Source: an optimization exercise on an open RTL-to-GDS flow (aim: small area, a short achievable clock period and few clock cycles per item). Production flows keep margins and buffers that such runs may drop.
Only simulation tests tie the RTL to the original design; equivalence was not proved.
Power and IR drop assume default switching activity.

==> flow/design.v <==
`timescale 1ns/100ps
package rv_core_pkg;
    typedef logic [32-1:0] word_t;
    typedef logic [4:0]          reg_addr_t;
    localparam logic [6:0] OPC_REG = 7'b0110011;
    localparam logic [6:0] OPC_IMM = 7'b0010011;
    localparam logic [6:0] OPC_LUI = 7'b0110111;
    localparam int C_ADD  = 0;    
    localparam int C_SLT  = 1;
    localparam int C_SLTU = 2;
    localparam int C_XOR  = 3;
    localparam int C_OR   = 4;
    localparam int C_AND  = 5;
    localparam int C_SHL  = 6;
    localparam int C_SHR  = 7;    
    localparam int C_PASS = 8;    
    localparam int C_W    = 9;
    localparam int RETIRE_W = 5 + 32 + 1;
endpackage
`timescale 1ns/100ps
module reg_file (
    input  logic                   clk,
    input  logic                   rst_n,
    input  rv_core_pkg::reg_addr_t rs1_addr,
    input  rv_core_pkg::reg_addr_t rs2_addr,
    output rv_core_pkg::word_t     rs1_data,
    output rv_core_pkg::word_t     rs2_data,
    input  logic                   wb_en,
    input  rv_core_pkg::reg_addr_t wb_rd,
    input  rv_core_pkg::word_t     wb_data
);
    rv_core_pkg::word_t regs [1:32-1];
    logic [32-1:1] vld;
    always_ff @(posedge clk or negedge rst_n) begin
        if (!rst_n) begin
            vld <= '0;
        end else begin
            for (int i = 1; i < 32; i++)
                if (wb_en && wb_rd == 5'(i)) vld[i] <= 1'b1;
        end
    end
    always_ff @(posedge clk) begin
        for (int i = 1; i < 32; i++)
            if (wb_en && wb_rd == 5'(i)) regs[i] <= wb_data;
    end
    always_comb begin
        rs1_data = '0;
        rs2_data = '0;
        for (int i = 1; i < 32; i++) begin
            rs1_data = rs1_data | ({32{vld[i] && rs1_addr == 5'(i)}} & regs[i]);
            rs2_data = rs2_data | ({32{vld[i] && rs2_addr == 5'(i)}} & regs[i]);
        end
    end
endmodule
`timescale 1ns/100ps
module decode_issue (
    input  logic [31:0]                 instr,
    output rv_core_pkg::reg_addr_t      rs1,
    output rv_core_pkg::reg_addr_t      rs2,
    output rv_core_pkg::reg_addr_t      rd,
    output logic                        use_rs2,     
    output rv_core_pkg::word_t          imm,         
    output logic                        writes,      
    output logic                        illegal,
    output logic                        sub,
    output logic                        sra,
    output logic [rv_core_pkg::C_W-1:0] ctl
);
    logic [6:0] opc;
    logic [2:0] f3;
    logic       is_reg, is_imm, is_lui, is_alu;
    assign opc    = instr[6:0];
    assign f3     = instr[14:12];
    assign rs1    = instr[19:15];
    assign rs2    = instr[24:20];
    assign is_reg = (opc == rv_core_pkg::OPC_REG);
    assign is_imm = (opc == rv_core_pkg::OPC_IMM);
    assign is_lui = (opc == rv_core_pkg::OPC_LUI);
    assign is_alu = is_reg | is_imm;
    assign illegal = !(is_alu | is_lui);
    assign rd     = illegal ? 5'd0 : instr[11:7];
    assign writes = !illegal && (instr[11:7] != 5'd0);
    assign use_rs2 = is_reg;
    assign imm    = is_lui ? {instr[31:12], 12'b0} : {{20{instr[31]}}, instr[31:20]};
    assign sub = is_reg && (f3 == 3'b000) && instr[30] || is_alu && (f3 == 3'b010 || f3 == 3'b011);
    assign sra = instr[30];
    always_comb begin
        ctl = '0;
        ctl[rv_core_pkg::C_ADD]  = is_alu && f3 == 3'b000;
        ctl[rv_core_pkg::C_SHL]  = is_alu && f3 == 3'b001;
        ctl[rv_core_pkg::C_SLT]  = is_alu && f3 == 3'b010;
        ctl[rv_core_pkg::C_SLTU] = is_alu && f3 == 3'b011;
        ctl[rv_core_pkg::C_XOR]  = is_alu && f3 == 3'b100;
        ctl[rv_core_pkg::C_SHR]  = is_alu && f3 == 3'b101;
        ctl[rv_core_pkg::C_OR]   = is_alu && f3 == 3'b110;
        ctl[rv_core_pkg::C_AND]  = is_alu && f3 == 3'b111;
        ctl[rv_core_pkg::C_PASS] = is_lui;
    end
endmodule
`timescale 1ns/100ps
module op_fifo #(
    parameter int WIDTH = rv_core_pkg::RETIRE_W
) (
    input  logic             clk,
    input  logic             rst_n,
    input  logic             in_valid,
    output logic             in_ready,
    input  logic [WIDTH-1:0] in_data,
    output logic             out_valid,
    input  logic             out_ready,
    output logic [WIDTH-1:0] out_data,
    output logic             skid_valid
);
    logic [WIDTH-1:0] skid;
    logic             pop, push;
    assign pop      = out_valid && out_ready;
    assign in_ready = !skid_valid || pop;
    assign push     = in_valid && in_ready;
    always_ff @(posedge clk or negedge rst_n) begin
        if (!rst_n) begin
            out_valid  <= 1'b0;
            skid_valid <= 1'b0;
        end else if (!out_valid) begin
            out_valid  <= push;
        end else if (pop) begin
            out_valid  <= skid_valid || push;
            skid_valid <= skid_valid && push;
        end else if (push) begin
            skid_valid <= 1'b1;
        end
    end
    always_ff @(posedge clk) begin
        if (!out_valid || pop)
            out_data <= skid_valid ? skid : in_data;
        if (in_ready)
            skid <= in_data;
    end
endmodule
`timescale 1ns/100ps
module alu (
    input  rv_core_pkg::word_t          a,
    input  rv_core_pkg::word_t          b,
    input  logic                        sub,
    input  logic                        sra,
    input  logic [rv_core_pkg::C_W-1:0] ctl,
    output rv_core_pkg::word_t          result
);
    rv_core_pkg::word_t sum;
    logic               cout;
    logic               lt_s, lt_u;
    rv_core_pkg::word_t sh_in, sh_out, sh_rev;
    logic [63:0]        sh_ext;
    assign {cout, sum} = {1'b0, a} + {1'b0, b ^ {32{sub}}} + {32'd0, sub};
    assign lt_u = !cout;
    assign lt_s = (a[31] ^ b[31]) ? a[31] : sum[31];
    always_comb begin
        for (int i = 0; i < 32; i++) sh_in[i] = ctl[rv_core_pkg::C_SHL] ? a[31-i] : a[i];
    end
    assign sh_ext = {{32{sra & a[31] & ctl[rv_core_pkg::C_SHR]}}, sh_in} >> b[4:0];
    assign sh_out = sh_ext[31:0];
    always_comb begin
        for (int i = 0; i < 32; i++) sh_rev[i] = sh_out[31-i];
    end
    assign result = ({32{ctl[rv_core_pkg::C_ADD]}}  & sum)
                  | ({32{ctl[rv_core_pkg::C_SLT]}}  & {31'd0, lt_s})
                  | ({32{ctl[rv_core_pkg::C_SLTU]}} & {31'd0, lt_u})
                  | ({32{ctl[rv_core_pkg::C_XOR]}}  & (a ^ b))
                  | ({32{ctl[rv_core_pkg::C_OR]}}   & (a | b))
                  | ({32{ctl[rv_core_pkg::C_AND]}}  & (a & b))
                  | ({32{ctl[rv_core_pkg::C_SHL]}}  & sh_rev)
                  | ({32{ctl[rv_core_pkg::C_SHR]}}  & sh_out)
                  | ({32{ctl[rv_core_pkg::C_PASS]}} & b);
endmodule
`timescale 1ns/100ps
module execute_unit (
    input  logic                        clk,
    input  logic                        rst_n,
    input  logic                        load,        
    input  logic                        issue,       
    input  rv_core_pkg::word_t          a_in,
    input  rv_core_pkg::word_t          b_in,
    input  logic                        sub_in,
    input  logic                        sra_in,
    input  logic [rv_core_pkg::C_W-1:0] ctl_in,
    input  rv_core_pkg::reg_addr_t      rd_in,
    input  logic                        wr_in,
    input  logic                        ill_in,
    output logic                        valid,
    output logic                        wr,          
    output rv_core_pkg::reg_addr_t      rd,
    output logic                        illegal,
    output rv_core_pkg::word_t          result
);
    rv_core_pkg::word_t          a, b;
    logic                        sub, sra;
    logic [rv_core_pkg::C_W-1:0] ctl;
    always_ff @(posedge clk or negedge rst_n) begin
        if (!rst_n) begin
            valid <= 1'b0;
            wr    <= 1'b0;
        end else if (load) begin
            valid <= issue;
            wr    <= issue && wr_in;
        end
    end
    always_ff @(posedge clk) begin
        if (load) begin
            a       <= a_in;
            b       <= b_in;
            sub     <= sub_in;
            sra     <= sra_in;
            ctl     <= ctl_in;
            rd      <= rd_in;
            illegal <= ill_in;
        end
    end
    alu u_alu (
        .a      (a),
        .b      (b),
        .sub    (sub),
        .sra    (sra),
        .ctl    (ctl),
        .result (result)
    );
endmodule
`timescale 1ns/100ps
module rv_core (
    input  logic        clk,
    input  logic        rst_n,
    input  logic        instr_valid,
    input  logic [31:0] instr,
    output logic        instr_ready,
    output logic        ret_valid,
    output rv_core_pkg::reg_addr_t   ret_rd,
    output rv_core_pkg::word_t       ret_result,
    output logic        ret_illegal,
    input  logic        ret_ready
);
    rv_core_pkg::reg_addr_t      rs1, rs2, rd;
    logic                        use_rs2, writes, illegal, sub, sra;
    rv_core_pkg::word_t          imm;
    logic [rv_core_pkg::C_W-1:0] ctl;
    rv_core_pkg::word_t          rf_rs1_data, rf_rs2_data;
    rv_core_pkg::word_t          a_in, b_in;
    logic                        x_valid, x_wr, x_ill, x_load, x_push, x_ready;
    rv_core_pkg::reg_addr_t      x_rd;
    rv_core_pkg::word_t          x_result;
    logic                        skid_valid;
    logic                        full_q;
    logic                        accept;
    decode_issue u_decode (
        .instr   (instr),
        .rs1     (rs1),
        .rs2     (rs2),
        .rd      (rd),
        .use_rs2 (use_rs2),
        .imm     (imm),
        .writes  (writes),
        .illegal (illegal),
        .sub     (sub),
        .sra     (sra),
        .ctl     (ctl)
    );
    reg_file u_reg_file (
        .clk      (clk),
        .rst_n    (rst_n),
        .rs1_addr (rs1),
        .rs2_addr (rs2),
        .rs1_data (rf_rs1_data),
        .rs2_data (rf_rs2_data),
        .wb_en    (x_wr),
        .wb_rd    (x_rd),
        .wb_data  (x_result)
    );
    assign a_in = (x_wr && x_rd == rs1) ? x_result : rf_rs1_data;
    assign b_in = (use_rs2 && x_wr && x_rd == rs2) ? x_result :
                  (use_rs2 ? rf_rs2_data : imm);
    assign instr_ready = !full_q;
    assign accept      = instr_valid && !full_q;
    assign x_push      = x_valid;
    assign x_load      = !x_valid || x_ready;
    execute_unit u_execute (
        .clk     (clk),
        .rst_n   (rst_n),
        .load    (x_load),
        .issue   (accept),
        .a_in    (a_in),
        .b_in    (b_in),
        .sub_in  (sub),
        .sra_in  (sra),
        .ctl_in  (ctl),
        .rd_in   (rd),
        .wr_in   (writes),
        .ill_in  (illegal),
        .valid   (x_valid),
        .wr      (x_wr),
        .rd      (x_rd),
        .illegal (x_ill),
        .result  (x_result)
    );
    op_fifo #(.WIDTH(rv_core_pkg::RETIRE_W)) u_ret_fifo (
        .clk        (clk),
        .rst_n      (rst_n),
        .in_valid   (x_push),
        .in_ready   (x_ready),
        .in_data    ({x_rd, x_result, x_ill}),
        .out_valid  (ret_valid),
        .out_ready  (ret_ready),
        .out_data   ({ret_rd, ret_result, ret_illegal}),
        .skid_valid (skid_valid)
    );
    logic x_valid_d, head_d, skid_d, pop;
    assign pop       = ret_valid && ret_ready;
    assign x_valid_d = x_load ? accept : 1'b1;
    assign head_d    = ret_valid ? (!pop || skid_valid || x_push) : x_push;
    assign skid_d    = ret_valid && (pop ? (skid_valid && x_push) : (skid_valid || x_push));
    always_ff @(posedge clk or negedge rst_n) begin
        if (!rst_n) full_q <= 1'b0;
        else        full_q <= x_valid_d && head_d && skid_d;
    end
endmodule
==> flow/run.sh <==
#!/bin/bash
# synth_recipe.tcl (not shown) runs the flow's synth.tcl, then flattens the netlist and writes it again
# the make line also repeats each setting of config.mk as NAME=value (left out here)
make -C /OpenROAD-flow-scripts/flow DESIGN_CONFIG=/design/flow/config.mk WORK_HOME=/design/flow/orfs CLKGATE_MAP_FILE= SYNTH_SCRIPT=/design/flow/synth_recipe.tcl finish
==> flow/config.mk <==
export PLATFORM = sky130hd
export DESIGN_NAME = rv_core
export DESIGN_NICKNAME = rv_core
export VERILOG_FILES = /design/flow/design.v
export SDC_FILE = /design/flow/constraint.sdc
export NUM_CORES = 4
export LEC_CHECK = 0
export CAP_MARGIN = 20
export CORE_MARGIN = 2
export CORE_UTILIZATION = 40
export SLEW_MARGIN = 20
==> flow/constraint.sdc <==
create_clock -name core_clock -period 6.0 [get_ports {clk}]
set_input_delay 1.2000 -clock core_clock [delete_from_list [all_inputs] [get_ports {clk}]]
set_output_delay 1.2000 -clock core_clock [all_outputs]
set_load 0.01 [all_outputs]
==> results.toml, run 1 <==
[critical_path]
crit_path_start = "u_execute.sub"
crit_path_end_kind = "flip-flop"
cp-start-kind = "flip-flop"
ff2ff_path_depth = 14
reg2reg_to = "u_reg_file.regs[1][28]"
setup.worst_path.end = "u_reg_file.regs[1][28]"
r2r-start = "u_execute.sub"
r2r_setup_slack_ns = 0.53
worstPathMaxFanout = 32
crit_type = "flip-flop to flip-flop"
required_ns = 6.52
crit_arrival_ns = 5.98

[layout]
layout_common_cells = "1149 x edfxtp_1, 406 x a22oi_1, 272 x a221oi_1"
fin_area_um2 = 63400
final_cells = 6048
drive_gt1_share_pct = 15.7
final_common_cell = "edfxtp_1"
synthToLayoutAreaGrowth_pct = 14.3
nets = 4276
utilization_pct = 46.1

[floorplanning]
start_util_pct = 40.3
die-area_um2 = 142000
die_h_um = 376
coreArea_um2 = 137000
ios = 76
rows = 136
die_w_um = 376

[synthesis]
ys.flop_type = "edfxtp_1"
async_reset_ff_share_pct = 3.04
yosysWarnings = 7
ys_types = 75
syn_inst = 4060
synth_seq_cells = 1185
synth_nets = 4192
mappedNetlistArea_um2 = 55500
synth_enable_flop_cells = 1149
syn_area_per_cell_um2 = 13.7
synth.yosys.seq_area_share_pct = 63.8

[power]
power.density_nw_per_um2 = 499
vdd_drop_max_mv = 0.533
p_leak_nw = 21.4

[clocking]
cts.sinks = 1185
path_clk_slew_ns = 0.07
clock_latency_ns = 0.76
clockRootBuffer = "clkbuf_16"
numCtsBuffers = 120
post-cts-setup-buffers = 0
htreeDepth = 3
cts_tree = "done"
post_cts_resized = 0
hold_buffers = 0
cts_buffer_depth = 3

[routing]
drt-initial-drc-count = 12000
viasPerCell = 7.89
wl_per_cell_um = 46.8
vias = 47700
drt_wl_total_um = 283000
first_pass_iters = 13
ant_nets = 0
route.detailed.drc = 0

[sta]
fmax_mhz = 183
rsz0062_at_grt = "no"
tightest_slew_ns = 1.34
fin_crit_sh_pct = 91.1
setup_viol = 0
slew_viol_final = 0
hold_violations = 0
tns_ns = 0
timing.hold.ws_ns = 0.454
fin_crit_ns = 5.47
finalClockSkew_ns = 0.0515
slew_headroom_pct = 10.7

[global_routing]
grt_antenna_before_repair = 25
grt_max_degree = 66
grt_usage_pct = 38.8
grt_first_pass_wirelength_um = 374000
grt_pass1_vias = 43900
grt_overflow = 0

[run_status]
outcome = "no timing/DRC/antenna violations"

[placement]
hpwl_um = 175000
dpl_cell_area_um2 = 59500
port_buffers = 75
dpl.cell_count = 5813
gp_congestion = 1.03

[min_path]
hold_path.class = "flip-flop to flip-flop"

[run]
drv_cap = 0
-- state kept, by name, indices dropped and copies added, names as in the netlist --
| signal | flops |
|---|---|
| u_execute.sra | 1 |
| u_execute.rd | 5 |
| u_reg_file.vld | 31 |
| u_execute.ctl | 9 |
| u_ret_fifo.out_valid | 1 |
| u_reg_file.regs | 992 |
| u_execute.b | 32 |
| u_execute.valid | 1 |
| u_execute.sub | 1 |
| u_ret_fifo.skid | 38 |
| full_q | 1 |
| u_ret_fifo.skid_valid | 1 |
| u_execute.wr | 1 |
| u_ret_fifo.out_data | 38 |
| u_execute.illegal | 1 |
| u_execute.a | 32 |
-- area by class of cell --
type                    count  area, µm²
repair buffers            314       2720
clock buffers             147       3170
multi-input cells        2423      18800
diodes                     15       37.5
inverters                 100        375
clock inverters            70        658
fillers                 12100      74100
flip-flops and latches   1185      35400
well taps                1794       2240
-- worst min path at each step --
stage | from | end | slack [ns] | cells after the start
finish | u_execute.illegal | u_ret_fifo.skid[0] | 0.45 | 0
global route | u_execute.illegal | u_ret_fifo.skid[0] | 0.47 | 0
CTS | u_execute.illegal | u_ret_fifo.skid[0] | 0.46 | 0
detailed placement | u_execute.illegal | u_ret_fifo.skid[0] | 0.44 | 0
global placement | u_execute.illegal | u_ret_fifo.skid[0] | 0.43 | 0
floorplan | u_execute.illegal | u_ret_fifo.skid[0] | 0.42 | 0
-- report_power, final --
group / internal [W] / leakage, nW / switching, W
Combinational: 0.00287 / 8.51 / 0.00769
Clock: 0.00417 / 1.85 / 0.00333
Sequential: 0.0128 / 11.0 / 0.000769
Total: 0.0198 / 21.4 / 0.0118
-- critical path, cell delays in order (launching register included) --
cell and delay (ns):
edfxtp_1 0.50, buf_4 0.48, xor2_1 0.14, ha_1 0.42, and4_1 0.27, o21ai_0 0.13, a2111oi_2 0.59, o21ai_0 0.20
a21oi_1 0.49, a41oi_1 0.42, mux2i_1 0.34, a221oi_1 0.13, buf_4 0.20, inv_1 0.45, buf_4 0.40
-- Yosys cell counts, types with 14 or more instances --
| library cell | number | area share (%) |
|---|---|---|
| edfxtp_1 | 1149 | 62 |
| a22oi_1 | 406 | 5.5 |
| clkbuf_1 | 291 | 2.0 |
| a221oi_1 | 272 | 4.3 |
| a22o_1 | 262 | 4.1 |
| nand2_1 | 183 | 1.2 |
| nand4_1 | 127 | 1.4 |
| nor2_1 | 111 | 0.75 |
| nand3_1 | 110 | 0.99 |
| a21oi_1 | 100 | 0.90 |
| inv_1 | 97 | 0.66 |
| ha_1 | 95 | 2.1 |
| o21ai_0 | 91 | 0.82 |
| and3_1 | 71 | 0.80 |
| nor3_1 | 70 | 0.63 |
| a222oi_1 | 64 | 1.2 |
| mux2_2 | 54 | 1.1 |
| buf_1 | 51 | 0.35 |
| xor2_1 | 49 | 0.77 |
| mux4_2 | 48 | 1.9 |
| dfrtp_1 | 36 | 1.6 |
| or2_2 | 33 | 0.37 |
| mux2i_1 | 31 | 0.56 |
| o211ai_1 | 22 | 0.30 |
| a21o_1 | 17 | 0.23 |
| o21a_1 | 16 | 0.22 |
| and2_1 | 14 | 0.16 |
-- per-layer routing --
layer	track usage, %	share of wire, %
met5	0.412	0.081
met1	46.7	33
met2	54.2	40
met4	27.8	9.7
met3	18.4	17
-- metrics by stage --
step | worst slack, ns | total power (W)
finish | 0.532 | 0.0316
global route | 0.326 | 0.0325
CTS | 0.697 | 0.0312
detailed placement | 0.510 | 0.0239
global placement | 0.512 | 0.0237
floorplan | 0.996 | 0.0190
-- kinds of logic (layout without fill, tap and decap cells) --
family,count (synthesis),count (layout),synth area share [%]
AOI/OAI and AO/OA,1360,1360,19.3
DFF,1185,1185,63.8
and+or+nand+nor,773,773,7.06
buffers and inverters,452,631,3.11
muxes,133,133,3.60
adders and majority gates,96,96,2.18
xor gates and xnor gates,61,61,0.963
other,0,15,0
Testbench counts, summed over its fixed seeds: cycles 4,816, items 4,800.
==> run 2: changes to the inputs <==
--- a/flow/design.v
+++ b/flow/design.v
@@ -33,2 +33,22 @@
     logic [32-1:1] vld;
+    logic [32-1:1] w_hit;     
+    logic [32-1:1] rd_ok;     
+    logic                     w_en;
+    rv_core_pkg::reg_addr_t   w_rd;
+    rv_core_pkg::word_t       w_data;
+    logic                     w1, w2;
+    always_ff @(posedge clk or negedge rst_n) begin
+        if (!rst_n) w_en <= 1'b0;
+        else        w_en <= wb_en;
+    end
+    always_ff @(posedge clk) begin
+        w_rd   <= wb_rd;
+        w_data <= wb_data;
+    end
+    always_comb begin
+        for (int i = 1; i < 32; i++) begin
+            w_hit[i] = w_en && w_rd == 5'(i);
+            rd_ok[i] = vld[i] && !w_hit[i];
+        end
+    end
     always_ff @(posedge clk or negedge rst_n) begin
@@ -38,3 +58,3 @@
             for (int i = 1; i < 32; i++)
-                if (wb_en && wb_rd == 5'(i)) vld[i] <= 1'b1;
+                if (w_hit[i]) vld[i] <= 1'b1;
         end
@@ -43,10 +63,12 @@
         for (int i = 1; i < 32; i++)
-            if (wb_en && wb_rd == 5'(i)) regs[i] <= wb_data;
+            if (w_hit[i]) regs[i] <= w_data;
     end
+    assign w1 = w_en && w_rd == rs1_addr;
+    assign w2 = w_en && w_rd == rs2_addr;
     always_comb begin
-        rs1_data = '0;
-        rs2_data = '0;
+        rs1_data = {32{w1}} & w_data;
+        rs2_data = {32{w2}} & w_data;
         for (int i = 1; i < 32; i++) begin
-            rs1_data = rs1_data | ({32{vld[i] && rs1_addr == 5'(i)}} & regs[i]);
-            rs2_data = rs2_data | ({32{vld[i] && rs2_addr == 5'(i)}} & regs[i]);
+            rs1_data = rs1_data | ({32{rd_ok[i] && rs1_addr == 5'(i)}} & regs[i]);
+            rs2_data = rs2_data | ({32{rd_ok[i] && rs2_addr == 5'(i)}} & regs[i]);
         end
@@ -142,2 +164,3 @@
     input  rv_core_pkg::word_t          b,
+    input  logic [4:0]                  shamt,
     input  logic                        sub,
@@ -158,3 +181,3 @@
     end
-    assign sh_ext = {{32{sra & a[31] & ctl[rv_core_pkg::C_SHR]}}, sh_in} >> b[4:0];
+    assign sh_ext = {{32{sra & a[31] & ctl[rv_core_pkg::C_SHR]}}, sh_in} >> shamt;
     assign sh_out = sh_ext[31:0];
@@ -181,2 +204,3 @@
     input  rv_core_pkg::word_t          b_in,
+    input  logic                        shift_in,    
     input  logic                        sub_in,
@@ -195,2 +219,3 @@
     logic                        sub, sra;
+    logic [4:0]                  shamt;              
     logic [rv_core_pkg::C_W-1:0] ctl;
@@ -209,2 +234,3 @@
             b       <= b_in;
+            shamt   <= shift_in ? b_in[4:0] : 5'd0;
             sub     <= sub_in;
@@ -219,2 +245,3 @@
         .b      (b),
+        .shamt  (shamt),
         .sub    (sub),
@@ -288,2 +315,3 @@
         .b_in    (b_in),
+        .shift_in (ctl[rv_core_pkg::C_SHL] | ctl[rv_core_pkg::C_SHR]),
         .sub_in  (sub),
--- a/flow/config.mk
+++ b/flow/config.mk
@@ -10,2 +10,3 @@
 export CORE_UTILIZATION = 40
+export SETUP_SLACK_MARGIN = 3.0
 export SLEW_MARGIN = 20
==> run 2 against run 1 <==
Effect of this change:
- critical path type unchanged
- via count increased by 7.6%
- clock-buffer cell count decreased by 2
- highest routed layer unchanged
- critical path depth is the same
- sequential power fell by 4%
- clock skew decreased by 0.0034 ns
- core utilization increased by 4.5 points
- cell count up 9.4%
- synthesized area rose by 4.4%
- combinational power up 38%
==> results.toml, run 2 <==
[synthesis]
syn_area_per_cell_um2 = 13.9
synth_seq_cells = 1228
async_reset_ff_share_pct = 3.01
yosysWarnings = 7
ys.flop_type = "edfxtp_1"
synthTopCellsByArea = "edfxtp_1 60%, a221oi_1 4.7%, a22o_1 4.5%"
synth_area_leader_cell = "edfxtp_1"
synth.yosys.seq_area_share_pct = 62.7
ys_types = 91
synth_enable_flop_cells = 1154
synth_commonest_cells = "1154 x edfxtp_1, 330 x a22oi_1, 310 x a221oi_1"
synth_top_area_share_pct = 59.9
mappedNetlistArea_um2 = 57900
syn_inst = 4177
synth_most_common_cell = "edfxtp_1"
synth_nets = 4309

[floorplanning]
start_util_pct = 40.3
rows = 139
die_w_um = 384
die-area_um2 = 148000
ios = 76
die_h_um = 384
coreArea_um2 = 144000

[layout]
synthToLayoutAreaGrowth_pct = 25.7
reg_top3 = "u_reg_file.regs x992, u_ret_fifo.out_data x38, u_ret_fifo.skid x38"
final_common_cell = "edfxtp_1"
nets = 4722
drive_gt1_share_pct = 27.5
largest_reg_flops = 992
utilization_pct = 50.6
layout_common_cells = "1154 x edfxtp_1, 345 x buf_4, 320 x a22oi_1"
largest_register = "u_reg_file.regs"

[min_path]
whs_path_depth = 0
hp-start = "u_execute.illegal"
hold_path.class = "flip-flop to flip-flop"
min_to = "u_ret_fifo.skid[0]"

[critical_path]
crit_path_end_kind = "flip-flop"
r2r_setup_slack_ns = 2.08
required_ns = 6.65
worstPathMaxFanout = 11
crit_arrival_ns = 4.57
reg2reg_to = "u_execute.a[30]"
crit_type = "flip-flop to flip-flop"
cp-start-kind = "flip-flop"
ff2ff_path_depth = 14
r2r-start = "u_execute.sub"

[clocking]
htreeDepth = 3
clockRootBuffer = "clkbuf_16"
cts_tree = "done"
hold_buffers = 0
numCtsBuffers = 121
cts.sinks = 1228
path_clk_slew_ns = 0.07
clock_latency_ns = 0.81
cts_buffer_depth = 3

[sta]
fmax_mhz = 255
tns_ns = 0
setup_viol = 0
final.setup.worst_slack_ns = 2.08
slew_headroom_pct = 16.6
fin_crit_sh_pct = 65.3
fin_crit_ns = 3.92
slew_viol_final = 0
rsz0062_at_grt = "yes"
tightest_slew_ns = 1.25
hold_violations = 0
finalClockSkew_ns = 0.0480

[power]
vdd_drop_max_mv = 0.309
p_leak_nw = 24.0
power.density_nw_per_um2 = 490

[placement]
port_buffers = 75
gp_congestion = 0.974
dp_slack_ns = 0.904
hpwl_um = 160000

[routing]
first_pass_iters = 31
drt_wl_total_um = 300000
drt-initial-drc-count = 12700
viasPerCell = 7.76
route.detailed.drc = 0
wl_per_cell_um = 45.4
ant_nets = 0
vias = 51300

[global_routing]
grt_overflow = 0
grt_max_degree = 50
grt_usage_pct = 39.3
grt_antenna_before_repair = 22
grt_first_pass_wirelength_um = 397000
grt_pass1_vias = 47300

[run]
drv_cap = 0

[run_status]
outcome = "no timing/DRC/antenna violations"
-- run 2: changes by cell type in the layout (fill, tap and decap cells not counted), moves of 32 or more --
| cell | change |
|---|---|
| nand3_1 | -32 |
| a22o_1 | +35 |
| nor4_4 | +32 |
| a221oi_2 | +34 |
| buf_4 | +120 |
| buf_12 | +74 |
| buf_6 | +73 |
| a22oi_1 | -86 |
| and3_2 | -53 |
| nand2_1 | -48 |
-- run 2: timing repair --
item,in CTS,in global routing
setup buffers,237,58
resized for setup,412,114
endpoints found under the setup margin,167,163
gates cloned,11,2
pin swaps,124,58
-- run 2: final cells by class --
type	count	area, µm²
antenna	21	52.6
clock buffer	145	3190
fill	12000	70900
inverter	135	553
multi-input combinational	2506	23000
clock inverter	80	901
sequential	1228	36300
timing repair buffer	598	6300
tap	1903	2380
-- run 2: worst max path at each step --
stage,startpoint,to,slack [ns],cells past startpoint
floorplan,u_execute.sub,u_ret_fifo.out_data[29],2.75,13
global placement,instr[24],u_execute.b[28],0.93,11
detailed placement,instr[24],u_execute.b[28],0.90,11
CTS,u_execute.sub,u_ret_fifo.out_data[29],2.13,15
global route,u_execute.sub,u_ret_fifo.out_data[29],2.03,15
finish,u_execute.sub,u_execute.a[30],2.08,14
-- run 2: metrics by stage --
stage / hold WS (ns) / instances / total power (W) / area, µm²
CTS: 0.453 / 6535 / 0.0339 / 71600
finish: 0.458 / 6616 / 0.0357 / 72700
detailed placement: 0.450 / 6062 / 0.0225 / 63400
floorplan: 0.418 / 4177 / 0.0182 / 60000
global placement: 0.436 / 6062 / 0.0225 / 63400
global route: 0.473 / 6600 / 0.0364 / 72700
-- run 2: kinds of logic after synthesis --
kind of cell	after synthesis	share of synthesized area (%)
buffers and inverters	445	3.15
XOR/XNOR	71	1.07
flip-flops	1228	62.7
AO/OA/AOI/OAI	1452	20.0
multiplexers	161	4.35
AND/OR/NAND/NOR	724	6.63
adder cells (fa/ha/maj)	96	2.09
-- run 2: worst max-delay path, cell delays in order, from the launching register on --
cell and delay [ns]:
edfxtp_1 0.38, buf_6 0.15, buf_12 0.15, xor2_1 0.17, ha_1 0.41, and3_4 0.25
nand4_1 0.16, a211o_4 0.35, a2111o_1 0.48, a311oi_2 0.34, buf_4 0.17, o211ai_1 0.09
o211ai_1 0.15, buf_6 0.25, a2bb2oi_4 0.22
-- run 2: power by group --
group	internal, W	total, W	switching [W]
combinational	0.00622	0.0146	0.00842
sequential	0.0115	0.0130	0.00156
clock	0.00449	0.00804	0.00354
-- run 2: layer usage --
layer,track usage [%],wire length (µm),vias to the layer above
li1,-,-,18400
met1,46.0,95800,24800
met2,53.6,118000,6082
met3,20.2,53500,1989
met4,31.0,32100,24
met5,1.59,535,-
Testbench counts of run 2, summed over its fixed seeds: cycles 4,816, items 4,800.
==> run 3: changes to the inputs <==
--- a/flow/design.v
+++ b/flow/design.v
@@ -163,3 +163,3 @@
     input  rv_core_pkg::word_t          a,
-    input  rv_core_pkg::word_t          b,
+    input  rv_core_pkg::word_t          bx,
     input  logic [4:0]                  shamt,
@@ -168,12 +168,32 @@
     input  logic [rv_core_pkg::C_W-1:0] ctl,
-    output rv_core_pkg::word_t          result
+    output rv_core_pkg::word_t          r0,
+    output rv_core_pkg::word_t          r1,
+    output rv_core_pkg::word_t          csel
 );
-    rv_core_pkg::word_t sum;
-    logic               cout;
-    logic               lt_s, lt_u;
-    rv_core_pkg::word_t sh_in, sh_out, sh_rev;
+    rv_core_pkg::word_t p, g;
+    logic [31:0]        gp [0:5];
+    logic [31:0]        pp [0:5];
+    logic [32:0]        c;
+    logic               diff, e0;
+    rv_core_pkg::word_t sh_in, sh_out, sh_rev, other;
     logic [63:0]        sh_ext;
-    assign {cout, sum} = {1'b0, a} + {1'b0, b ^ {32{sub}}} + {32'd0, sub};
-    assign lt_u = !cout;
-    assign lt_s = (a[31] ^ b[31]) ? a[31] : sum[31];
+    assign p = a ^ bx;
+    assign g = a & bx;
+    always_comb begin
+        gp[0] = g;
+        pp[0] = p;
+        gp[0][0] = g[0] | (p[0] & sub);    
+        for (int l = 0; l < 5; l++) begin
+            for (int i = 0; i < 32; i++) begin
+                if (i >= (1 << l)) begin
+                    gp[l+1][i] = gp[l][i] | (pp[l][i] & gp[l][i - (1 << l)]);
+                    pp[l+1][i] = pp[l][i] & pp[l][i - (1 << l)];
+                end else begin
+                    gp[l+1][i] = gp[l][i];
+                    pp[l+1][i] = pp[l][i];
+                end
+            end
+        end
+        c = {gp[5], sub};
+    end
     always_comb begin
@@ -186,11 +206,19 @@
     end
-    assign result = ({32{ctl[rv_core_pkg::C_ADD]}}  & sum)
-                  | ({32{ctl[rv_core_pkg::C_SLT]}}  & {31'd0, lt_s})
-                  | ({32{ctl[rv_core_pkg::C_SLTU]}} & {31'd0, lt_u})
-                  | ({32{ctl[rv_core_pkg::C_XOR]}}  & (a ^ b))
-                  | ({32{ctl[rv_core_pkg::C_OR]}}   & (a | b))
-                  | ({32{ctl[rv_core_pkg::C_AND]}}  & (a & b))
-                  | ({32{ctl[rv_core_pkg::C_SHL]}}  & sh_rev)
-                  | ({32{ctl[rv_core_pkg::C_SHR]}}  & sh_out)
-                  | ({32{ctl[rv_core_pkg::C_PASS]}} & b);
+    assign other = ({32{ctl[rv_core_pkg::C_XOR]}}  & p)
+                 | ({32{ctl[rv_core_pkg::C_OR]}}   & (p | g))
+                 | ({32{ctl[rv_core_pkg::C_AND]}}  & g)
+                 | ({32{ctl[rv_core_pkg::C_SHL]}}  & sh_rev)
+                 | ({32{ctl[rv_core_pkg::C_SHR]}}  & sh_out)
+                 | ({32{ctl[rv_core_pkg::C_PASS]}} & bx);
+    assign diff = !p[31];                                
+    assign e0   = (ctl[rv_core_pkg::C_ADD] & (p[0] ^ sub)) | other[0];
+    always_comb begin
+        r0 = ({32{ctl[rv_core_pkg::C_ADD]}} &  p) | other;
+        r1 = ({32{ctl[rv_core_pkg::C_ADD]}} & ~p) | other;
+        r0[0] = e0 | (ctl[rv_core_pkg::C_SLT]  & (diff ? a[31] : 1'b1))
+                   | (ctl[rv_core_pkg::C_SLTU] & !g[31]);
+        r1[0] = e0 | (ctl[rv_core_pkg::C_SLT]  & diff & a[31])
+                   | (ctl[rv_core_pkg::C_SLTU] & !(g[31] | p[31]));
+        csel  = {c[31:1], c[31]};
+    end
 endmodule
@@ -203,3 +231,3 @@
     input  rv_core_pkg::word_t          a_in,
-    input  rv_core_pkg::word_t          b_in,
+    input  rv_core_pkg::word_t          b_in,        
     input  logic                        shift_in,    
@@ -215,3 +243,5 @@
     output logic                        illegal,
-    output rv_core_pkg::word_t          result
+    output rv_core_pkg::word_t          r0,
+    output rv_core_pkg::word_t          r1,
+    output rv_core_pkg::word_t          csel
 );
@@ -244,3 +274,3 @@
         .a      (a),
-        .b      (b),
+        .bx     (b),
         .shamt  (shamt),
@@ -249,3 +279,5 @@
         .ctl    (ctl),
-        .result (result)
+        .r0     (r0),
+        .r1     (r1),
+        .csel   (csel)
     );
@@ -301,5 +333,16 @@
     );
-    assign a_in = (x_wr && x_rd == rs1) ? x_result : rf_rs1_data;
-    assign b_in = (use_rs2 && x_wr && x_rd == rs2) ? x_result :
-                  (use_rs2 ? rf_rs2_data : imm);
+    rv_core_pkg::word_t x_r0, x_r1, x_csel, b_src;
+    logic               hit1, hit2;
+    assign hit1  = x_wr && x_rd == rs1;
+    assign hit2  = use_rs2 && x_wr && x_rd == rs2;
+    assign b_src = (use_rs2 ? rf_rs2_data : imm) ^ {32{sub}};
+    always_comb begin
+        for (int i = 0; i < 32; i++) begin
+            a_in[i] = x_csel[i] ? (hit1 ? x_r1[i] : rf_rs1_data[i])
+                                : (hit1 ? x_r0[i] : rf_rs1_data[i]);
+            b_in[i] = x_csel[i] ? (hit2 ? x_r1[i] ^ sub : b_src[i])
+                                : (hit2 ? x_r0[i] ^ sub : b_src[i]);
+            x_result[i] = x_csel[i] ? x_r1[i] : x_r0[i];
+        end
+    end
     assign instr_ready = !full_q;
@@ -326,3 +369,5 @@
         .illegal (x_ill),
-        .result  (x_result)
+        .r0      (x_r0),
+        .r1      (x_r1),
+        .csel    (x_csel)
     );
--- a/flow/config.mk
+++ b/flow/config.mk
@@ -10,3 +10,3 @@
 export CORE_UTILIZATION = 40
-export SETUP_SLACK_MARGIN = 3.0
+export SETUP_SLACK_MARGIN = 3.2
 export SLEW_MARGIN = 20
==> run 3 against run 2 <==
Effect of this change:
- die area rose by 0.21%
- global-route usage up 1.3 points
- total power decreased by 0.56%
- critical path depth down 2
- clock-buffer cell count is 25 higher
- non-clock buffer count is 105 higher
- final area up 3.2%
- worst hold slack lost 0.0076 ns
- maximum frequency increased by 10%
- sequential power decreased by 3%
- critical path type unchanged
- largest cell class unchanged
- highest routed layer unchanged
==> results.toml, run 3 <==
[placement]
dpl.cell_count = 6184
dp_slack_ns = 0.742
gp_congestion = 1.02
port_buffers = 75
hpwl_um = 169000

[routing]
wl_per_cell_um = 45.4
viasPerCell = 7.74
route.detailed.drc = 0
drt_wl_total_um = 309000
ant_nets = 0
vias = 52700
first_pass_iters = 12
drt-initial-drc-count = 13000

[synthesis]
syn_inst = 4277
synth_most_common_cell = "edfxtp_1"
syn_area_per_cell_um2 = 13.6
synthTopCellsByArea = "edfxtp_1 60%, a221oi_1 4.8%, a22o_1 4.7%"
synth_nets = 4378
synth_commonest_cells = "1154 x edfxtp_1, 321 x a221oi_1, 310 x a22oi_1"
async_reset_ff_share_pct = 3.01
synth_top_area_share_pct = 59.7
ys_types = 93
synth_area_leader_cell = "edfxtp_1"
synth_enable_flop_cells = 1154
mappedNetlistArea_um2 = 58000
synth.yosys.seq_area_share_pct = 62.6
ys.flop_type = "edfxtp_1"
yosysWarnings = 9
synth_seq_cells = 1228

[critical_path]
crit_family = "multiplexers"
crit_path_end_kind = "flip-flop"
cp_num_buf_inv = 3
worstSetupPathDepth = 12
crit_chain = "buf_12 -> buf_8 -> mux4_2 -> mux2_4 -> mux2_4 -> and2_4 -> o31a_1 -> a221oi_4 -> o21ai_4 -> nor2_1 -> a21oi_1 -> buf_4"
ff2ff_path_depth = 12
critPathMaxStageDelay_ns = 0.48
crit_arrival_ns = 4.10
crit_top_cell = "mux2_4"
cpMaxStageDelayCell = "mux4_2"
cp-start-kind = "flip-flop"
worstPathMaxFanout = 5
crit_type = "flip-flop to flip-flop"
required_ns = 6.55

[layout]
final_cells = 6809
layout_common_cells = "1154 x edfxtp_1, 385 x buf_4, 308 x a22o_1"
nets = 4888
reg_top3 = "u_reg_file.regs x992, u_ret_fifo.out_data x38, u_ret_fifo.skid x38"
seqCellArea_um2 = 36300
fill_cells = 11800
largest_register = "u_reg_file.regs"
largest_reg_flops = 992
synthToLayoutAreaGrowth_pct = 29.4
drive_gt1_share_pct = 30.9
final_common_cell = "edfxtp_1"
multiInputGateArea_um2 = 24000

[power]
clkPwrFrac_pct = 24.2
p_sw_w = 0.0131
comb_power_share_pct = 40.4
p_int_w = 0.0224
switching_share_pct = 37.0
pwr-share-seq_pct = 35.4
p_leak_nw = 25.0
power.density_nw_per_um2 = 472
vdd_drop_max_mv = 0.360

[clocking]
cts.sinks = 1228
htreeDepth = 4
cts_buffer_depth = 3
hold_buffers = 0
cts_tree = "done"
clockRootBuffer = "clkbuf_16"
path_clk_slew_ns = 0.06
numCtsBuffers = 133
clock_latency_ns = 0.83

[run_status]
outcome = "no timing/DRC/antenna violations"

[sta]
fmax_mhz = 282
hold_violations = 0
slew_headroom_pct = 19.1
fin_crit_ns = 3.55
finalClockSkew_ns = 0.0451
slew_viol_final = 0
setup_viol = 0
tightest_slew_ns = 1.21
fin_crit_sh_pct = 59.2
final.setup.worst_slack_ns = 2.45
tns_ns = 0
rsz0062_at_grt = "yes"

[floorplanning]
die-area_um2 = 148000
die_w_um = 385
start_util_pct = 40.3
rows = 139
die_h_um = 385
ios = 76
coreArea_um2 = 144000

[global_routing]
grt_max_degree = 89
grt_first_pass_wirelength_um = 410000
grt_antenna_before_repair = 19
grt_overflow = 0
grt_pass1_vias = 48300
grt_usage_pct = 40.5

[min_path]
hold_path.class = "flip-flop to flip-flop"
whs_path_depth = 0

[run]
drv_cap = 0
## run 3: changes by cell type after synthesis, moves of 20 or more
cell and change:
a21oi_1 +28, a22oi_1 -20, clkbuf_1 +31, ha_1 -31, nand2_1 +53, nor2_1 +48, o21ai_0 +34, o21ai_1 -20
xnor2_1 +24, xor2_1 -33
## run 3: power by group through the flow
stage	Sequential, W	Combinational, W	Clock, W
global placement	0.0130	0.00881	0
finish	0.0126	0.0143	0.00860
CTS	0.0125	0.0124	0.00857
floorplan	0.0125	0.00509	0
global route	0.0126	0.0146	0.00889
detailed placement	0.0131	0.00882	0
## run 3: what timing repair did
action,CTS,global route
gates resized for setup,571,219
cloned,9,2
pin swaps,153,129
buffers inserted,267,93
setup endpoints to repair,715,188
## run 3: metrics by stage
| step | total power [W] | util [%] | area (µm²) | hold slack, ns |
|---|---|---|---|---|
| after floorplan | 0.0176 | - | 60800 | 0.405 |
| after global placement | 0.0218 | 44.7 | 64300 | 0.439 |
| after detailed placement | 0.0219 | 44.7 | 64300 | 0.446 |
| after CTS | 0.0335 | 51.0 | 73300 | 0.459 |
| after global routing | 0.0361 | 52.2 | 75100 | 0.465 |
| final | 0.0355 | 52.2 | 75100 | 0.451 |
## run 3: logic make-up after synthesis
logic type	after synthesis	synth area share (%)
compound gates	1495	20.3
xor+xnor	62	0.936
fa+ha+maj	65	1.41
buf+inv	461	3.22
flops	1228	62.6
mux	169	4.55
simple gates	797	6.93
## run 3: final timing paths
path | start | slack, ns | end
max | u_execute.a[5] | 2.45 | u_execute.a[14]
min | u_execute.illegal | 0.45 | u_ret_fifo.skid[0]
max reg2reg | u_execute.a[5] | 2.45 | u_execute.a[14]
min reg2reg | u_execute.illegal | 0.45 | u_ret_fifo.skid[0]
max in group asynchronous | rst_n | 4.81 | u_reg_file.w_en
min in group asynchronous | rst_n | 0.53 | u_reg_file.vld[10]
## run 3: cell type report
type / count / share of cell area [%]
diodes: 11 / 0.0367
clock inverters: 73 / 1.04
inverters: 132 / 0.721
multi-input cells: 2589 / 32.0
clock buffers: 170 / 4.92
well taps: 1903 / 3.17
flip-flops and latches: 1228 / 48.4
repair buffers: 703 / 9.75
## run 3: per-layer routing
metal / vias up / global-route usage, % / wire length (µm)
met5: - / 1.04 / 453
met4: 32 / 29.4 / 30900
met3: 1937 / 21.2 / 56600
met2: 6239 / 55.9 / 122000
met1: 25500 / 47.9 / 99100
li1: 19000 / - / -
Testbench counts of run 3, summed over its fixed seeds: cycles 4,816, items 4,800.
==> run 4: changes to the inputs <==
--- a/flow/design.v
+++ b/flow/design.v
@@ -32,3 +32,2 @@
     rv_core_pkg::word_t regs [1:32-1];
-    logic [32-1:1] vld;
     logic [32-1:1] w_hit;     
@@ -48,6 +47,4 @@
     always_comb begin
-        for (int i = 1; i < 32; i++) begin
+        for (int i = 1; i < 32; i++)
             w_hit[i] = w_en && w_rd == 5'(i);
-            rd_ok[i] = vld[i] && !w_hit[i];
-        end
     end
@@ -55,6 +52,6 @@
         if (!rst_n) begin
-            vld <= '0;
+            rd_ok <= '0;
         end else begin
             for (int i = 1; i < 32; i++)
-                if (w_hit[i]) vld[i] <= 1'b1;
+                rd_ok[i] <= (rd_ok[i] || w_hit[i]) && !(wb_en && wb_rd == 5'(i));
         end
@@ -132,28 +129,11 @@
     input  logic             out_ready,
-    output logic [WIDTH-1:0] out_data,
-    output logic             skid_valid
+    output logic [WIDTH-1:0] out_data
 );
-    logic [WIDTH-1:0] skid;
-    logic             pop, push;
-    assign pop      = out_valid && out_ready;
-    assign in_ready = !skid_valid || pop;
-    assign push     = in_valid && in_ready;
+    assign in_ready = !out_valid || out_ready;
     always_ff @(posedge clk or negedge rst_n) begin
-        if (!rst_n) begin
-            out_valid  <= 1'b0;
-            skid_valid <= 1'b0;
-        end else if (!out_valid) begin
-            out_valid  <= push;
-        end else if (pop) begin
-            out_valid  <= skid_valid || push;
-            skid_valid <= skid_valid && push;
-        end else if (push) begin
-            skid_valid <= 1'b1;
-        end
+        if (!rst_n)        out_valid <= 1'b0;
+        else if (in_ready) out_valid <= in_valid;
     end
     always_ff @(posedge clk) begin
-        if (!out_valid || pop)
-            out_data <= skid_valid ? skid : in_data;
-        if (in_ready)
-            skid <= in_data;
+        if (in_ready) out_data <= in_data;
     end
@@ -164,3 +144,4 @@
     input  rv_core_pkg::word_t          bx,
-    input  logic [4:0]                  shamt,
+    input  logic [4:0]                  shamt_l,     
+    input  logic [4:0]                  shamt_r,     
     input  logic                        sub,
@@ -177,3 +158,3 @@
     logic               diff, e0;
-    rv_core_pkg::word_t sh_in, sh_out, sh_rev, other;
+    rv_core_pkg::word_t sh_l, sh_out, other;
     logic [63:0]        sh_ext;
@@ -198,10 +179,5 @@
     end
-    always_comb begin
-        for (int i = 0; i < 32; i++) sh_in[i] = ctl[rv_core_pkg::C_SHL] ? a[31-i] : a[i];
-    end
-    assign sh_ext = {{32{sra & a[31] & ctl[rv_core_pkg::C_SHR]}}, sh_in} >> shamt;
+    assign sh_l   = a << shamt_l;
+    assign sh_ext = {{32{sra & a[31]}}, a} >> shamt_r;
     assign sh_out = sh_ext[31:0];
-    always_comb begin
-        for (int i = 0; i < 32; i++) sh_rev[i] = sh_out[31-i];
-    end
     assign other = ({32{ctl[rv_core_pkg::C_XOR]}}  & p)
@@ -209,3 +185,3 @@
                  | ({32{ctl[rv_core_pkg::C_AND]}}  & g)
-                 | ({32{ctl[rv_core_pkg::C_SHL]}}  & sh_rev)
+                 | ({32{ctl[rv_core_pkg::C_SHL]}}  & sh_l)
                  | ({32{ctl[rv_core_pkg::C_SHR]}}  & sh_out)
@@ -232,3 +208,4 @@
     input  rv_core_pkg::word_t          b_in,        
-    input  logic                        shift_in,    
+    input  logic                        shl_in,      
+    input  logic                        shr_in,      
     input  logic                        sub_in,
@@ -249,3 +226,3 @@
     logic                        sub, sra;
-    logic [4:0]                  shamt;              
+    logic [4:0]                  shamt_l, shamt_r;   
     logic [rv_core_pkg::C_W-1:0] ctl;
@@ -264,3 +241,4 @@
             b       <= b_in;
-            shamt   <= shift_in ? b_in[4:0] : 5'd0;
+            shamt_l <= shl_in ? b_in[4:0] : 5'd0;
+            shamt_r <= shr_in ? b_in[4:0] : 5'd0;
             sub     <= sub_in;
@@ -275,3 +253,4 @@
         .bx     (b),
-        .shamt  (shamt),
+        .shamt_l (shamt_l),
+        .shamt_r (shamt_r),
         .sub    (sub),
@@ -306,4 +285,2 @@
     rv_core_pkg::word_t          x_result;
-    logic                        skid_valid;
-    logic                        full_q;
     logic                        accept;
@@ -347,6 +324,6 @@
     end
-    assign instr_ready = !full_q;
-    assign accept      = instr_valid && !full_q;
-    assign x_push      = x_valid;
     assign x_load      = !x_valid || x_ready;
+    assign instr_ready = x_load;
+    assign accept      = instr_valid && x_load;
+    assign x_push      = x_valid;
     execute_unit u_execute (
@@ -358,3 +335,4 @@
         .b_in    (b_in),
-        .shift_in (ctl[rv_core_pkg::C_SHL] | ctl[rv_core_pkg::C_SHR]),
+        .shl_in  (ctl[rv_core_pkg::C_SHL]),
+        .shr_in  (ctl[rv_core_pkg::C_SHR]),
         .sub_in  (sub),
@@ -381,14 +359,4 @@
         .out_ready  (ret_ready),
-        .out_data   ({ret_rd, ret_result, ret_illegal}),
-        .skid_valid (skid_valid)
+        .out_data   ({ret_rd, ret_result, ret_illegal})
     );
-    logic x_valid_d, head_d, skid_d, pop;
-    assign pop       = ret_valid && ret_ready;
-    assign x_valid_d = x_load ? accept : 1'b1;
-    assign head_d    = ret_valid ? (!pop || skid_valid || x_push) : x_push;
-    assign skid_d    = ret_valid && (pop ? (skid_valid && x_push) : (skid_valid || x_push));
-    always_ff @(posedge clk or negedge rst_n) begin
-        if (!rst_n) full_q <= 1'b0;
-        else        full_q <= x_valid_d && head_d && skid_d;
-    end
 endmodule
==> flow/flow/run.sh (new file) <==
#!/bin/bash
# The standard layout (the standard.sh: standard synthesis, ORFS flow)
# with one change: the port buffers are buf_4 instead of the slow delay
# buffer buffer_ports picks by default. Every input and output still gets
# its own buffer. make's full output goes to flow_make.log here; ORFS keeps
# each tool's log under orfs/logs.
set -euo pipefail
bash standard.sh "BUFFER_PORTS_ARGS=-buffer_cell sky130_fd_sc_hd__buf_4" finish > flow_make.log 2>&1
==> flow/standard.sh (new file) <==
#!/bin/bash
# synth_recipe.tcl (not shown) runs the flow's synth.tcl, then flattens the netlist and writes it again
# the make line also repeats each setting of config.mk as NAME=value (left out here)
make -C /OpenROAD-flow-scripts/flow DESIGN_CONFIG=/design/flow/config.mk WORK_HOME=/design/flow/orfs CLKGATE_MAP_FILE= SYNTH_SCRIPT=/design/flow/synth_recipe.tcl "${@:-finish}"
--- a/flow/config.mk
+++ b/flow/config.mk
@@ -10,3 +10,3 @@
 export CORE_UTILIZATION = 40
-export SETUP_SLACK_MARGIN = 3.2
+export SETUP_SLACK_MARGIN = 2.8
 export SLEW_MARGIN = 20
removed: flow/run.sh
==> run 4 against run 3 <==
Effect of this change:
- core utilization shrank 3.2 points
- via count shrank 3.4%
- first-iteration DRC count shrank 0.79%
- combinational power shrank 85%
- critical endpoint is now u_execute.b[25]
- largest power group is now sequential cells
- highest routed layer unchanged
==> results.toml, run 4 <==
[run_status]
outcome = "no timing/DRC/antenna violations"

[synthesis]
async_reset_ff_share_pct = 2.93
synth_seq_cells = 1193
synth_compound_area_share_pct = 20.2
synth_area_leader_cell = "edfxtp_1"
ys_types = 83
ys.flop_type = "edfxtp_1"
synth.yosys.seq_area_share_pct = 62.7
synthTopCellsByArea = "edfxtp_1 60%, a22oi_1 6.5%, a221oi_1 3.7%"
syn_area_per_cell_um2 = 13.3
syn_inst = 4237
synthMuxAreaShare_pct = 3.88
mappedNetlistArea_um2 = 56300
yosysWarnings = 9
synth_xor_area_share_pct = 1.03
synth_top_area_share_pct = 59.8
synth_enable_flop_cells = 1121
synthSimpleGateAreaFrac_pct = 7.19
synth_nets = 4338
synth_most_common_cell = "edfxtp_1"
synth-adder-area-share_pct = 1.46
synth_commonest_cells = "1121 x edfxtp_1, 487 x a22oi_1, 270 x clkbuf_1"
synth_top_family_by_area = "compound AO/OA/AOI/OAI gates"

[sta]
tightest_slew_ns = 1.27
fin_crit_sh_pct = 58.9
setup_viol = 0
hold_violations = 0
rsz0062_at_grt = "yes"
finalClockSkew_ns = 0.0481
tns_ns = 0
fin_crit_ns = 3.53
final.setup.worst_slack_ns = 2.47
fmax_mhz = 283
slew_headroom_pct = 15.5
slew_viol_final = 0

[layout]
synthToLayoutAreaGrowth_pct = 21.5
multiInputGateArea_um2 = 21300
largest_reg_flops = 992
layout_common_cells = "1121 x edfxtp_1, 477 x a22oi_1, 428 x buf_4"
seqCellArea_um2 = 35300
drive_gt1_share_pct = 25.1
final_cells = 6521
nets = 4613
reg_top3 = "u_reg_file.regs x992, u_ret_fifo.out_data x38"
final_common_cell = "edfxtp_1"
utilization_pct = 49.0
fill_cells = 12100
largest_register = "u_reg_file.regs"

[routing]
vias = 50900
wl_met3_um = 55000
wl_met2_um = 119000
drt-met1-wl_um = 96700
first_pass_iters = 15
drt_wl_total_um = 304000
drt-initial-drc-count = 12900
route.detailed.drc = 0
ant_nets = 0
dr.max_layer_used = "met5"
viasPerCell = 7.80
wl_per_cell_um = 46.5

[power]
switching_share_pct = 27.0
p_int_w = 0.0146
power.density_nw_per_um2 = 292
comb_power_share_pct = 10.7
p_leak_nw = 22.7
p_sw_w = 0.00540
clkPwrFrac_pct = 38.2
pwr-share-seq_pct = 51.0
vdd_drop_max_mv = 0.248

[min_path]
hold_path.class = "input port to asynchronous set/reset pin"

[clocking]
cts.sinks = 1193
cts_buffer_depth = 3
numCtsBuffers = 121
cts_tree = "done"
hold_buffers = 0
clock_latency_ns = 0.79
path_clk_slew_ns = 0.06
htreeDepth = 3
clockRootBuffer = "clkbuf_16"

[critical_path]
cp-start-kind = "flip-flop"
crit_type = "flip-flop to flip-flop"
critPathMaxStageDelay_ns = 0.49
crit_arrival_ns = 4.02
crit_chain = "inv_1 -> ha_1 -> o21a_1 -> o211ai_1 -> buf_4 -> nor2_4 -> buf_12 -> a311oi_4 -> nor3_1 -> or3_1 -> a221o_2 -> mux2i_2 -> xnor2_1"
cpMaxStageDelayCell = "edfxtp_1"
crit_path_end_kind = "flip-flop"
worstPathMaxFanout = 5
required_ns = 6.49

[run]
drv_cap = 0

[placement]
hpwl_um = 178000
dpl.cell_count = 6017
gp_congestion = 1.01
port_buffers = 75
dp_slack_ns = 0.817

[floorplanning]
coreArea_um2 = 140000
start_util_pct = 40.3
die-area_um2 = 144000
die_w_um = 379
ios = 76
rows = 137
die_h_um = 379

[global_routing]
grt_usage_pct = 40.9
grt_max_degree = 65
grt_pass1_vias = 46200
grt_overflow = 0
grt_antenna_before_repair = 28
grt_first_pass_wirelength_um = 398000
-- run 4: cell count changes after synthesis, moves of 45 or more --
cell / previous run / this run
a221oi_1: 321 / 236
a22o_1: 309 / 214
a22oi_1: 310 / 487
and3_1: 14 / 78
clkbuf_1: 225 / 270
mux2i_1: 37 / 91
nor3_1: 83 / 33
o21ai_0: 119 / 74
-- run 4: logic make-up (layout without fill, tap and decap cells) --
family          count (synthesis)  count (layout)
buf+inv                       499             876
flops                        1193            1193
compound gates               1466            1466
other cells                     0              26
simple gates                  784             789
mux                           164             164
fa+ha+maj                      65              65
xor+xnor                       66              66
-- run 4: what timing repair did --
action,in CTS,in global routing
gates cloned,1,4
pin swaps,64,78
setup endpoints to repair,137,102
resized for setup,225,177
hold endpoints to repair,0,0
setup buffers,134,106
-- run 4: final timing paths --
kind                                   startpoint                      to  slack, ns  cells after the start
worst max register to register     u_execute.a[6]         u_execute.b[25]       2.47                     13
min in group core_clock         u_execute.illegal  u_ret_fifo.out_data[0]       0.43                      0
worst max-delay path               u_execute.a[6]         u_execute.b[25]       2.47                     13
worst min register to register  u_execute.illegal  u_ret_fifo.out_data[0]       0.43                      0
max in group asynchronous                   rst_n    u_ret_fifo.out_valid       5.28                      1
worst min-delay path                        rst_n    u_reg_file.rd_ok[17]       0.37                      1
-- run 4: worst max-delay path: cells and delay by family (launching register included) --
| kind | cells | cell delay (ns) |
|---|---|---|
| buffers and inverters | 3 | 0.44 |
| AO/OA/AOI/OAI | 4 | 1.20 |
| AND/OR/NAND/NOR | 3 | 0.49 |
| multiplexers | 1 | 0.21 |
| adder cells (fa/ha/maj) | 1 | 0.35 |
| XOR/XNOR | 1 | 0.09 |
| flip-flops | 1 | 0.49 |
-- run 4: layout make-up --
class	instances	area share, %
multi-input combinational	2550	31.1
tap	1876	3.43
clock inverter	85	1.17
antenna	26	0.0952
clock buffer	145	4.62
sequential	1193	51.6
inverter	107	0.621
timing repair buffer	539	7.31
-- run 4: power by group through the flow --
stage,clock (W),sequential [W],combinational [W]
global route,0.00792,0.0102,0.00219
CTS,0.00757,0.0102,0.00182
global placement,0,0.0104,0.00152
finish,0.00764,0.0102,0.00214
floorplan,0,0.0102,0.000798
detailed placement,0,0.0104,0.00153
-- run 4: metrics by stage --
step / cell area, µm² / hold WS, ns / total power (W)
finish: 68300 / 0.366 / 0.0200
global route: 68300 / 0.396 / 0.0203
CTS: 66400 / 0.377 / 0.0196
detailed placement: 60200 / 0.413 / 0.0119
global placement: 60000 / 0.402 / 0.0119
floorplan: 57000 / 0.352 / 0.0110
-- run 4: routing by layer --
layer,global-route usage [%],vias to the layer above
met5,2.16,-
met4,32.1,16
met3,20.6,2038
met2,56.1,6279
met1,47.8,24400
li1,-,18200
Testbench counts of run 4, summed over its fixed seeds: cycles 4,816, items 4,800.
==> run 5: changes to the inputs <==
--- a/flow/design.v
+++ b/flow/design.v
@@ -27,5 +27,6 @@
     output rv_core_pkg::word_t     rs2_data,
-    input  logic                   wb_en,
+    input  logic                   wb_en,      
     input  rv_core_pkg::reg_addr_t wb_rd,
-    input  rv_core_pkg::word_t     wb_data
+    input  rv_core_pkg::reg_addr_t w_rd,       
+    input  rv_core_pkg::word_t     w_data
 );
@@ -35,4 +36,2 @@
     logic                     w_en;
-    rv_core_pkg::reg_addr_t   w_rd;
-    rv_core_pkg::word_t       w_data;
     logic                     w1, w2;
@@ -42,6 +41,2 @@
     end
-    always_ff @(posedge clk) begin
-        w_rd   <= wb_rd;
-        w_data <= wb_data;
-    end
     always_comb begin
@@ -125,3 +120,2 @@
     input  logic             in_valid,
-    output logic             in_ready,
     input  logic [WIDTH-1:0] in_data,
@@ -129,11 +123,25 @@
     input  logic             out_ready,
-    output logic [WIDTH-1:0] out_data
+    output logic [WIDTH-1:0] out_data,
+    output logic             skid_valid,
+    output logic [WIDTH-1:0] skid,
+    output logic             to_skid       
 );
-    assign in_ready = !out_valid || out_ready;
+    logic pop, head_ld;
+    assign pop     = out_valid && out_ready;
+    assign head_ld = !out_valid || pop;
+    assign to_skid = out_valid && (pop ? skid_valid : 1'b1);
     always_ff @(posedge clk or negedge rst_n) begin
-        if (!rst_n)        out_valid <= 1'b0;
-        else if (in_ready) out_valid <= in_valid;
+        if (!rst_n) begin
+            out_valid  <= 1'b0;
+            skid_valid <= 1'b0;
+        end else begin
+            if (head_ld) out_valid <= skid_valid || in_valid;
+            skid_valid <= pop ? (skid_valid && in_valid) : (skid_valid || (out_valid && in_valid));
+        end
     end
     always_ff @(posedge clk) begin
-        if (in_ready) out_data <= in_data;
+        if (head_ld)
+            out_data <= skid_valid ? skid : in_data;
+        if (in_valid && to_skid)
+            skid <= in_data;
     end
@@ -204,3 +212,2 @@
     input  logic                        rst_n,
-    input  logic                        load,        
     input  logic                        issue,       
@@ -232,3 +239,3 @@
             wr    <= 1'b0;
-        end else if (load) begin
+        end else begin
             valid <= issue;
@@ -238,13 +245,11 @@
     always_ff @(posedge clk) begin
-        if (load) begin
-            a       <= a_in;
-            b       <= b_in;
-            shamt_l <= shl_in ? b_in[4:0] : 5'd0;
-            shamt_r <= shr_in ? b_in[4:0] : 5'd0;
-            sub     <= sub_in;
-            sra     <= sra_in;
-            ctl     <= ctl_in;
-            rd      <= rd_in;
-            illegal <= ill_in;
-        end
+        a       <= a_in;
+        b       <= b_in;
+        shamt_l <= shl_in ? b_in[4:0] : 5'd0;
+        shamt_r <= shr_in ? b_in[4:0] : 5'd0;
+        sub     <= sub_in;
+        sra     <= sra_in;
+        ctl     <= ctl_in;
+        rd      <= rd_in;
+        illegal <= ill_in;
     end
@@ -282,3 +287,7 @@
     rv_core_pkg::word_t          a_in, b_in;
-    logic                        x_valid, x_wr, x_ill, x_load, x_push, x_ready;
+    logic                        x_valid, x_wr, x_ill;
+    logic                        skid_valid, to_skid, w_skid;
+    rv_core_pkg::reg_addr_t      skid_rd;
+    rv_core_pkg::word_t          skid_result;
+    logic                        skid_ill;
     rv_core_pkg::reg_addr_t      x_rd;
@@ -308,3 +317,4 @@
         .wb_rd    (x_rd),
-        .wb_data  (x_result)
+        .w_rd     (w_skid ? skid_rd : ret_rd),
+        .w_data   (w_skid ? skid_result : ret_result)
     );
@@ -324,6 +334,8 @@
     end
-    assign x_load      = !x_valid || x_ready;
-    assign instr_ready = x_load;
-    assign accept      = instr_valid && x_load;
-    assign x_push      = x_valid;
+    assign instr_ready = !ret_valid || (!skid_valid && !x_valid) ||
+                         (ret_ready && !(skid_valid && x_valid));
+    assign accept      = instr_valid && instr_ready;
+    always_ff @(posedge clk) begin
+        w_skid <= to_skid;
+    end
     execute_unit u_execute (
@@ -331,3 +343,2 @@
         .rst_n   (rst_n),
-        .load    (x_load),
         .issue   (accept),
@@ -354,4 +365,3 @@
         .rst_n      (rst_n),
-        .in_valid   (x_push),
-        .in_ready   (x_ready),
+        .in_valid   (x_valid),
         .in_data    ({x_rd, x_result, x_ill}),
@@ -359,3 +369,6 @@
         .out_ready  (ret_ready),
-        .out_data   ({ret_rd, ret_result, ret_illegal})
+        .out_data   ({ret_rd, ret_result, ret_illegal}),
+        .skid_valid (skid_valid),
+        .skid       ({skid_rd, skid_result, skid_ill}),
+        .to_skid    (to_skid)
     );
--- a/flow/config.mk
+++ b/flow/config.mk
@@ -7,3 +7,3 @@
 export LEC_CHECK = 0
-export CAP_MARGIN = 20
+export CAP_MARGIN = 30
 export CORE_MARGIN = 2
@@ -11,2 +11,2 @@
 export SETUP_SLACK_MARGIN = 2.8
-export SLEW_MARGIN = 20
+export SLEW_MARGIN = 30
==> run 5 against run 4 <==
Effect of this change:
- still clean
- worst hold slack lost 0.0076 ns
- maximum frequency grew 1.2%
- routed wire length shrank 0.66%
- final area shrank 1.4%
- synthesized area grew 0.15%
- sequential power is essentially flat
- via count shrank 0.88%
- sequential share of layout area grew 0.24 points
- combinational power shrank 3%
- core utilization shrank 0.77 points
- worst setup slack gained 0.042 ns
- global-route usage shrank 0.86 points
- highest routed layer unchanged
==> results.toml, run 5 <==
[routing]
vias = 50400
drt_wl_total_um = 302000
viasPerCell = 7.80
route.detailed.drc = 0
ant_nets = 0
drt-initial-drc-count = 12700
first_pass_iters = 21
wl_per_cell_um = 46.6

[power]
vdd_drop_max_mv = 0.260
p_leak_nw = 22.4
power.density_nw_per_um2 = 302
total_power_w = 0.0203

[sta]
fin_crit_sh_pct = 58.2
final.setup.worst_slack_ns = 2.51
finalClockSkew_ns = 0.0710
timing.hold.ws_ns = 0.358
tns_ns = 0
setup_viol = 0
fin_crit_ns = 3.49
slew_headroom_pct = 20.2
fmax_mhz = 286
slew_viol_final = 0
rsz0062_at_grt = "yes"
hold_violations = 0
tightest_slew_ns = 1.20

[layout]
nets = 4574
layout_common_cells = "1068 x edfxtp_1, 496 x a22oi_1, 352 x buf_4"
final_common_cell = "edfxtp_1"
largest_reg_flops = 992
largest_register = "u_reg_file.regs"
drive_gt1_share_pct = 23.8
final_cells = 6464
reg_top3 = "u_reg_file.regs x992, u_ret_fifo.out_data x38, u_ret_fifo.skid x38"
synthToLayoutAreaGrowth_pct = 19.6

[clocking]
numCtsBuffers = 121
clockRootBuffer = "clkbuf_16"
cts_tree = "done"
hold_buffers = 0
cts.sinks = 1196
htreeDepth = 3
clock_latency_ns = 0.82
path_clk_slew_ns = 0.06
cts_buffer_depth = 3

[synthesis]
synth_commonest_cells = "1068 x edfxtp_1, 497 x a22oi_1, 291 x clkbuf_1"
syn_area_per_cell_um2 = 13.1
synth_top_area_share_pct = 56.9
async_reset_ff_share_pct = 3.01
synth.yosys.seq_area_share_pct = 61.8
synth_seq_cells = 1196
mappedNetlistArea_um2 = 56300
synth_enable_flop_cells = 1068
synth_area_leader_cell = "edfxtp_1"
ys.flop_type = "edfxtp_1"
synth_most_common_cell = "edfxtp_1"
synthTopCellsByArea = "edfxtp_1 57%, a22oi_1 6.6%, a221oi_1 3.4%"
syn_inst = 4297
synth_nets = 4398
yosysWarnings = 9
ys_types = 86

[floorplanning]
start_util_pct = 40.3
coreArea_um2 = 140000
rows = 137
ios = 76
die_h_um = 379
die-area_um2 = 144000
die_w_um = 379

[critical_path]
critPathMaxStageDelay_ns = 0.50
crit_path_start = "instr[21]"
crit_path_end_kind = "flip-flop"
crit_family = "simple AND/OR/NAND/NOR gates"
r2r-start = "u_execute.a[1]"
crit_top_cell = "buf_4"
crit_chain = "buf_4 -> and3_1 -> and3_4 -> buf_4 -> a22o_1 -> a221oi_1 -> nand4_1 -> a21oi_1 -> a21oi_2 -> o21ai_1 -> xnor2_1"
cpMaxStageDelayCell = "and3_4"
worstPathMaxFanout = 12
worstSetupPathDepth = 11
crit_arrival_ns = 4.16
ff2ff_path_depth = 14
cp-start-kind = "input port"
required_ns = 6.67
cp_num_buf_inv = 2
crit_type = "input port to flip-flop"

[global_routing]
grt_max_degree = 51
grt_antenna_before_repair = 29
grt_usage_pct = 40.0
grt_pass1_vias = 46200
grt_first_pass_wirelength_um = 392000
grt_overflow = 0

[min_path]
hold_path.class = "input port to asynchronous set/reset pin"

[run]
drv_cap = 0

[placement]
dpl.cell_count = 6080
dp_slack_ns = 0.902
port_buffers = 75
gp_congestion = 1.02
hpwl_um = 183000

[run_status]
outcome = "no timing/DRC/antenna violations"
-- run 5: changes by cell type after synthesis, moves of 25 or more --
cell | before | now
dfxtp_1 | 37 | 92
edfxtp_1 | 1121 | 1068
nor3_1 | 33 | 74
mux2_2 | 32 | 68
a31oi_1 | 16 | 51
buf_2 | 73 | 40
a2111oi_0 | 36 | 8
a21oi_1 | 125 | 153
nor2_1 | 146 | 171
-- run 5: final cells by class --
cell class,count,area [µm²]
fill,12100,72300
sequential,1196,34900
multi-input combinational,2619,21400
timing repair buffer,424,4030
clock buffer,152,3300
tap,1876,2350
clock inverter,77,913
inverter,111,423
antenna,9,22.5
-- run 5: logic make-up after synthesis --
group	synth area share (%)
flops	61.8
simple gates	7.13
mux	5.13
compound gates	20.0
fa+ha+maj	1.47
buf+inv	3.38
xor+xnor	1.06
-- run 5: through the flow --
step	util, %	area [µm²]
floorplan	-	56400
global placement	42.8	59800
detailed placement	43.1	60200
CTS	47.1	65800
global route	48.2	67300
finish	48.2	67400
-- run 5: worst paths after layout --
check / endpoint / slack, ns
setup / recovery: u_execute.b[4] / 2.51
hold / removal: u_reg_file.rd_ok[15] / 0.36
setup reg to reg: u_execute.b[0] / 2.59
hold reg to reg: u_ret_fifo.skid[0] / 0.43
max in group asynchronous: u_ret_fifo.skid_valid / 5.24
min in group core_clock: u_ret_fifo.skid[0] / 0.43
-- run 5: routing by layer --
layer / vias up / track usage, % / part of all wire [%]
met5: - / 1.85 / 0.29
met4: 38 / 30.7 / 11
met3: 1982 / 18.0 / 17
met2: 5938 / 56.9 / 40
met1: 24400 / 46.9 / 32
li1: 18100 / - / -
-- run 5: what timing repair did --
action	in CTS	in global routing
setup endpoints to repair	551	290
hold endpoints to repair	0	0
setup buffers	48	87
gates resized for setup	220	147
pin swaps	37	51
cloned	1	8
-- run 5: where the power goes --
group / internal [W] / total, W / leakage, nW / switching (W)
Sequential: 0.00999 / 0.0102 / 11.0 / 0.000228
Clock: 0.00449 / 0.00804 / 2.03 / 0.00355
Combinational: 0.000480 / 0.00208 / 9.32 / 0.00160
Testbench counts of run 5, summed over its fixed seeds: cycles 4,816, items 4,800.

Check on run 5: ideal ports give 2.507 ns setup slack; a clkbuf_16 on the clock port and buf_2 on the inputs give 2.540 ns; moving port delays by the midpoint clock arrival (0.857 ns) as well gives 1.682 ns.
